Source: an optimization exercise on an open RTL-to-GDS flow (aim: small area and a short achievable clock period). Production flows keep margins and buffers that such runs may drop. Function was checked by simulation only, so behaviour that the tests miss may differ from the original. Power is estimated from default activity; no workload was simulated.

## job 3791
==> flow/design.v <==
module log2 #(
  parameter int FRAC_W = 5,
  parameter int MANT_W = 16
) (
  input  logic              clk,
  input  logic              rst_n,
  input  logic [7:0]        x,
  input  logic              validx,
  output logic [FRAC_W+2:0] y,
  output logic              validy
);
  logic [9:0] nrm;
  logic a20, a21, a22, a24, a25, a26, a27, a28, a29, a31;
  logic a32, a33, a34, a35, a36, a37, a38, a40, a41, a42;
  logic a43, a44, a46, a47, a48, a49, a51, a52, a53, a54;
  logic a55, a56, a57, a58, a59, a60, a61, a63, a64, a66;
  logic a67, a68, a69, a70, a72, a73;
  assign nrm[0] = x[0] & x[7];
  assign a20 = x[1] & x[7];
  assign a21 = x[6] & ~x[7];
  assign a22 = x[0] & a21;
  assign nrm[1] = a20 | a22;
  assign a24 = ~x[6] & ~x[7];
  assign a25 = x[5] & a24;
  assign a26 = x[0] & a25;
  assign a27 = x[2] & x[7];
  assign a28 = x[1] & a21;
  assign a29 = ~a27 & ~a28;
  assign nrm[2] = a26 | ~a29;
  assign a31 = ~x[5] & a24;
  assign a32 = x[0] & x[4];
  assign a33 = a31 & a32;
  assign a34 = x[1] & a25;
  assign a35 = x[2] & a21;
  assign a36 = x[3] & x[7];
  assign a37 = ~a35 & ~a36;
  assign a38 = ~a34 & a37;
  assign nrm[3] = a33 | ~a38;
  assign a40 = x[1] & a31;
  assign a41 = ~x[7] & ~a40;
  assign a42 = x[4] & ~a41;
  assign a43 = x[2] & a25;
  assign a44 = ~x[4] & ~x[5];
  assign nrm[9] = ~a24 | ~a44;
  assign a46 = x[0] & ~nrm[9];
  assign a47 = ~a21 & ~a46;
  assign a48 = x[3] & ~a47;
  assign a49 = ~a43 & ~a48;
  assign nrm[4] = a42 | ~a49;
  assign a51 = x[3] & ~x[6];
  assign a52 = ~x[7] & ~a51;
  assign a53 = ~x[4] & a40;
  assign a54 = ~x[5] & ~a53;
  assign a55 = ~a52 & ~a54;
  assign a56 = x[4] & ~x[7];
  assign a57 = ~x[3] & a46;
  assign a58 = ~a56 & ~a57;
  assign a59 = x[2] & a31;
  assign a60 = ~x[6] & ~a59;
  assign a61 = ~a58 & ~a60;
  assign nrm[5] = a55 | a61;
  assign a63 = a52 & a54;
  assign a64 = a58 & a60;
  assign nrm[6] = ~a63 & ~a64;
  assign a66 = x[1] & ~x[2];
  assign a67 = ~x[3] & ~a66;
  assign a68 = ~x[4] & ~a67;
  assign a69 = ~x[5] & ~a68;
  assign a70 = ~x[6] & ~a69;
  assign nrm[7] = x[7] | a70;
  assign a72 = ~x[2] & ~x[3];
  assign a73 = a44 & ~a72;
  assign nrm[8] = ~a24 | a73;
  logic [2:0] e_q;
  logic [6:0] m_q;
  logic       v_q;
  always_ff @(posedge clk) begin
    e_q <= nrm[9:7];
    m_q <= nrm[6:0];
    v_q <= rst_n & validx;
  end
  logic [4:0] f;
  logic b13, b14, b15, b16, b17, b18, b19, b20, b21, b22;
  logic b23, b24, b25, b26, b27, b28, b29, b30, b31, b32;
  logic b33, b34, b35, b36, b37, b38, b39, b40, b41, b42;
  logic b43, b44, b45, b46, b47, b48, b49, b50, b51, b52;
  logic b53, b54, b55, b56, b57, b58, b59, b60, b61, b62;
  logic b63, b65, b66, b67, b68, b69, b70, b71, b72, b73;
  logic b75, b76, b77, b79, b80;
  assign b13 = m_q[1] & m_q[2];
  assign b14 = ~m_q[3] & ~b13;
  assign b15 = ~m_q[1] & m_q[2];
  assign b16 = m_q[0] & ~b15;
  assign b17 = ~m_q[1] & ~b16;
  assign b18 = b14 & ~b17;
  assign b19 = m_q[0] & m_q[1];
  assign b20 = ~m_q[2] & ~b19;
  assign b21 = m_q[1] & ~m_q[4];
  assign b22 = ~m_q[3] & b21;
  assign b23 = ~b20 & ~b22;
  assign b24 = ~b18 & ~b23;
  assign b25 = m_q[4] & ~b13;
  assign b26 = m_q[3] & m_q[4];
  assign b27 = m_q[5] & ~b26;
  assign b28 = ~b25 & b27;
  assign b29 = ~b24 & b28;
  assign b30 = ~m_q[0] & m_q[3];
  assign b31 = ~m_q[4] & ~m_q[5];
  assign b32 = ~b30 & b31;
  assign b33 = m_q[6] & ~b32;
  assign b34 = b13 & ~b33;
  assign b35 = m_q[6] & ~b34;
  assign b36 = ~b29 & b35;
  assign b37 = m_q[3] & ~m_q[5];
  assign b38 = b19 & ~b37;
  assign b39 = ~m_q[2] & ~b21;
  assign b40 = ~b27 & b39;
  assign b41 = ~b38 & b40;
  assign b42 = b36 & ~b41;
  assign b43 = m_q[3] & b16;
  assign b44 = ~m_q[4] & ~b43;
  assign b45 = ~m_q[5] & ~b44;
  assign b46 = b15 & ~b37;
  assign b47 = m_q[0] & b26;
  assign b48 = ~m_q[0] & ~m_q[3];
  assign b49 = ~m_q[4] & b48;
  assign b50 = m_q[1] & ~b49;
  assign b51 = ~b47 & ~b50;
  assign b52 = ~m_q[2] & ~b51;
  assign b53 = ~b46 & ~b52;
  assign b54 = ~b45 & b53;
  assign b55 = ~m_q[1] & ~m_q[2];
  assign b56 = b25 & ~b55;
  assign b57 = ~m_q[6] & ~b47;
  assign b58 = ~b56 & b57;
  assign b59 = ~m_q[5] & ~b58;
  assign b60 = b15 & ~b48;
  assign b61 = b59 & ~b60;
  assign b62 = ~m_q[6] & ~b61;
  assign b63 = ~b54 & b62;
  assign f[0] = b42 | b63;
  assign b65 = m_q[5] & ~b36;
  assign b66 = ~b59 & ~b65;
  assign b67 = ~m_q[3] & ~b34;
  assign b68 = m_q[3] & b34;
  assign b69 = ~b67 & ~b68;
  assign b70 = ~b66 & ~b69;
  assign b71 = m_q[2] & b37;
  assign b72 = b66 & ~b71;
  assign b73 = ~b14 & b72;
  assign f[1] = b70 | b73;
  assign b75 = ~b67 & ~b72;
  assign b76 = m_q[4] & b75;
  assign b77 = ~m_q[4] & ~b75;
  assign f[2] = ~b76 & ~b77;
  assign b79 = m_q[5] & b76;
  assign b80 = ~m_q[5] & ~b76;
  assign f[3] = ~b79 & ~b80;
  assign f[4] = m_q[6] | b79;
  always_ff @(posedge clk) begin
    y      <= {e_q, f};
    validy <= rst_n & v_q;
  end
endmodule
==> flow/config.mk <==
export PLATFORM = sky130hd
export DESIGN_NAME = log2
export DESIGN_NICKNAME = log2
export VERILOG_FILES = /design/flow/design.v
export SDC_FILE = /design/flow/constraint.sdc
export NUM_CORES = 4
export LEC_CHECK = 0
export CAP_MARGIN = 20
export CORE_AREA = 2 2 62 62
export DIE_AREA = 0 0 64 64
export PLACE_DENSITY = 0.6
export SETUP_SLACK_MARGIN = 4.7
export SLEW_MARGIN = 20
==> flow/constraint.sdc <==
create_clock -name core_clock -period 7.0 [get_ports {clk}]
set_input_delay 1.4000 -clock core_clock [delete_from_list [all_inputs] [get_ports {clk}]]
set_output_delay 1.4000 -clock core_clock [all_outputs]
set_load 0.01 [all_outputs]
standard.sh (not shown) runs the stock make flow with config.mk's settings and CLKGATE_MAP_FILE= SYNTH_SCRIPT=/design/flow/synth_recipe.tcl, a recipe that flattens the netlist after the stock synthesis.
==> flow/flow/run.sh <==
#!/bin/bash
# Layout flow: the standard ORFS flow (standard.sh) with two changes:
#  - synthesis is the standard flow's own script, except that its final ABC mapping call
#    uses flow/abc_map.script (area-oriented mapping of the AND/inverter
#    network in the RTL) in place of ORFS's speed script;
#    Yosys's own quick ABC pass inside synth is skipped (SYNTH_ARGS -noabc)
#    so that this mapping starts from the RTL's network, and the
#    half/full-adder extraction is left out (ADDER_MAP_FILE empty);
#  - the port buffers that global placement inserts are buf_1 cells.
# Each step's full output goes to a log file in this folder, and ORFS's own
# per-step logs stay under orfs/logs/.
set -euo pipefail
W=$PWD
F=$W/flow

# Synthesis script: synth_recipe.tcl with the abc call redirected.
{
  head -n 1 synth_recipe.tcl
  cat <<TCL
proc abc {args} {
  set i [lsearch -exact \$args -script]
  if {\$i >= 0} { lset args [expr {\$i + 1}] {$F/abc_map.script} }
  yosys abc {*}\$args
}
TCL
  tail -n +2 synth_recipe.tcl
} > own_synth.tcl

VARS=(
  "SYNTH_SCRIPT=$W/own_synth.tcl"
  "BUFFER_PORTS_ARGS=-buffer_cell sky130_fd_sc_hd__buf_1"
  "ADDER_MAP_FILE="
  "SYNTH_ARGS=-noabc"
)
bash standard.sh "${VARS[@]}" synth > synth.log 2>&1
bash standard.sh "${VARS[@]}" finish > layout.log 2>&1
==> flow/flow/abc_map.script <==
strash
amap
topo
Job 3791: no failed stages, no open violations at the end
#### Input delta (job 1905 over job 3791)
Settings: changing SETUP_SLACK_MARGIN from 4.7 to 4.8.
diff --git a/flow/flow/run.sh b/flow/flow/run.sh
--- a/flow/flow/run.sh
+++ b/flow/flow/run.sh
@@ -5,5 +5,3 @@
 #    network in the RTL) in place of ORFS's speed script;
-#    Yosys's own quick ABC pass inside synth is skipped (SYNTH_ARGS -noabc)
-#    so that this mapping starts from the RTL's network, and the
-#    half/full-adder extraction is left out (ADDER_MAP_FILE empty);
+#    and the half/full-adder extraction is left out (ADDER_MAP_FILE empty);
 #  - the port buffers that global placement inserts are buf_1 cells.
@@ -32,3 +30,2 @@
   "ADDER_MAP_FILE="
-  "SYNTH_ARGS=-noabc"
 )
==> flow/flow/abc_map.script <==
strash
dch
amap
topo
==> comparison <==
- A commonest non-fill, non-tap cell in the layout of sky130_fd_sc_hd__clkinv_1 is what job 1905 shows, while sky130_fd_sc_hd__dfxtp_1 belongs to job 3791.
- After synthesis and placement, the instance count of job 1905 is above that of job 3791.
- Comparing final total power for job 3791 and job 1905, the bigger number came from job 1905.
- Delta (job 1905 minus job 3791): weighted congestion at the end of routability-driven global placement went down by 3.7%, delay of the slowest critical-path stage went down by 130 ps.
- | register-to-register slack | job 1905 vs job 3791 | better |
Here is what was changed in the inputs of job 6115 compared with job 1905.
Settings: clearing SETUP_SLACK_MARGIN, which used to be 4.8; putting CORE_UTILIZATION at 40 where nothing was set; clearing DIE_AREA, which used to be 0 0 64 64; clearing CORE_AREA, which used to be 2 2 62 62; putting CORE_MARGIN at 2 where nothing was set; clearing PLACE_DENSITY, which used to be 0.6.
## What came out
Job 6115 finished every step from synthesis to the final layout, and the layout passed the timing, design-rule and antenna checks. The detailed placer's ending HPWL of job 6115 exceeds that of job 1905 by 4.6%. Total power: job 6115 below job 1905. Compared with job 1905, job 6115 shows final weighted congestion of routability-driven global placement that has gone up by a few percent. On clock period minus worst slack, the higher figure sits with job 6115, not job 1905. Compare job 6115 and job 1905 | routed length on met2 lower: job 1905. From job 1905 to job 6115 the numbers moved as follows: share of the core filled with cells in the final layout saw an increase; worst path setup slack after routing went down by 140 ps; worst hold slack across all endpoints level.
--- input diff job 6115..job 427 ---
Settings: an added CORE_AREA of 2 2 62 62; an added SETUP_SLACK_MARGIN of 4.9; a deleted CORE_MARGIN that had been 2; an added PLACE_DENSITY of 0.6; an added DIE_AREA of 0 0 64 64; a deleted CORE_UTILIZATION that had been 40.
Results
Job 427: done, clean on timing, DRC and antenna
Post-route worst hold slack is higher on job 6115
Job 427 ended up with sky130_fd_sc_hd__dfxtp_1 as its cell with the biggest individual delay on the critical path; job 6115 ended up with sky130_fd_sc_hd__clkinv_1.
Max-slew headroom at the worst pin, job 6115 and job 427, higher one = job 427.
Area added between synthesis and finish: job 427 vs job 6115 up 17 points
In job 427, the relative contribution of the clock network to total power came out 6.4 points above the value in job 6115.
Largest stage delay on the critical path ended up 110 ps higher on job 427 than on job 6115.
Comparing leakage power for job 6115 and job 427, the smaller number came from job 6115.
y[6] as the critical path startpoint was reported by job 427, and x[7] by job 6115.
Total power on job 427 is up relative to job 6115.
Cell count ended up 12% higher on job 427 than on job 6115.
--- input diff job 427..job 3439 ---
Settings: DIE_AREA: 0 0 64 64 -> unset; PLACE_DENSITY: 0.6 -> unset; CORE_MARGIN: unset -> 2; SETUP_SLACK_MARGIN: 4.9 -> 4.7; CTS_CLUSTER_SIZE: unset -> 30; CTS_CLUSTER_DIAMETER: unset -> 200; CORE_UTILIZATION: unset -> 40; CORE_AREA: 2 2 62 62 -> unset.
### Flow results
Compared with job 427, in job 3439 core utilization +17 points; power dissipated in combinational cells fell by about 14%; sequential power stayed essentially flat; part of the power in the clock network shrank by 6.3 points. Of the two values seen for capturing instance or port of the critical path, m_q[4] was produced by job 3439 and y[6] by job 427.

==> re-timing with driven ports <==
How much do the figures lean on ideal ports? The routed layouts below were timed once more, with nothing changed but the port constraints. Step 1: set_driving_cell puts a clkbuf_16 on clk and a buf_2 on each other input, an assumption about the parent block. Step 2 adds t to the input delays and takes it off the output delays; t is the mean of the earliest and latest rising clock arrival at the registers after step 1. Input paths then give back, and output paths get back, about the clock's delay inside the block. Slacks: ideal / step 1 / step 2; pairs: ideal / step 1.
| run | t, ns | slack for setup (ns) | slew at the worst register clock pin (ns) | pins driven straight from the clock port |
|---|---|---|---|---|
| job 3791 | 0.310 | 4.833 / 4.813 / 4.526 | 0.11 / 0.11 | 1 |
| job 1905 | 0.311 | 4.835 / 4.835 / 4.524 | 0.11 / 0.11 | 1 |
| job 6115 | 0.310 | 4.692 / 4.690 / 4.380 | 0.11 / 0.11 | 1 |
| job 427 | 0.319 | 4.859 / 4.837 / 4.618 | 0.11 / 0.11 | 1 |
| job 3439 | 0.310 | 4.788 / 4.788 / 4.477 | 0.11 / 0.11 | 1 |
After both steps every run listed still meets setup and hold. For job 6115, which loses most, drivers alone change the setup slack by -0.002 ns; drivers and shift together by -0.312 ns.
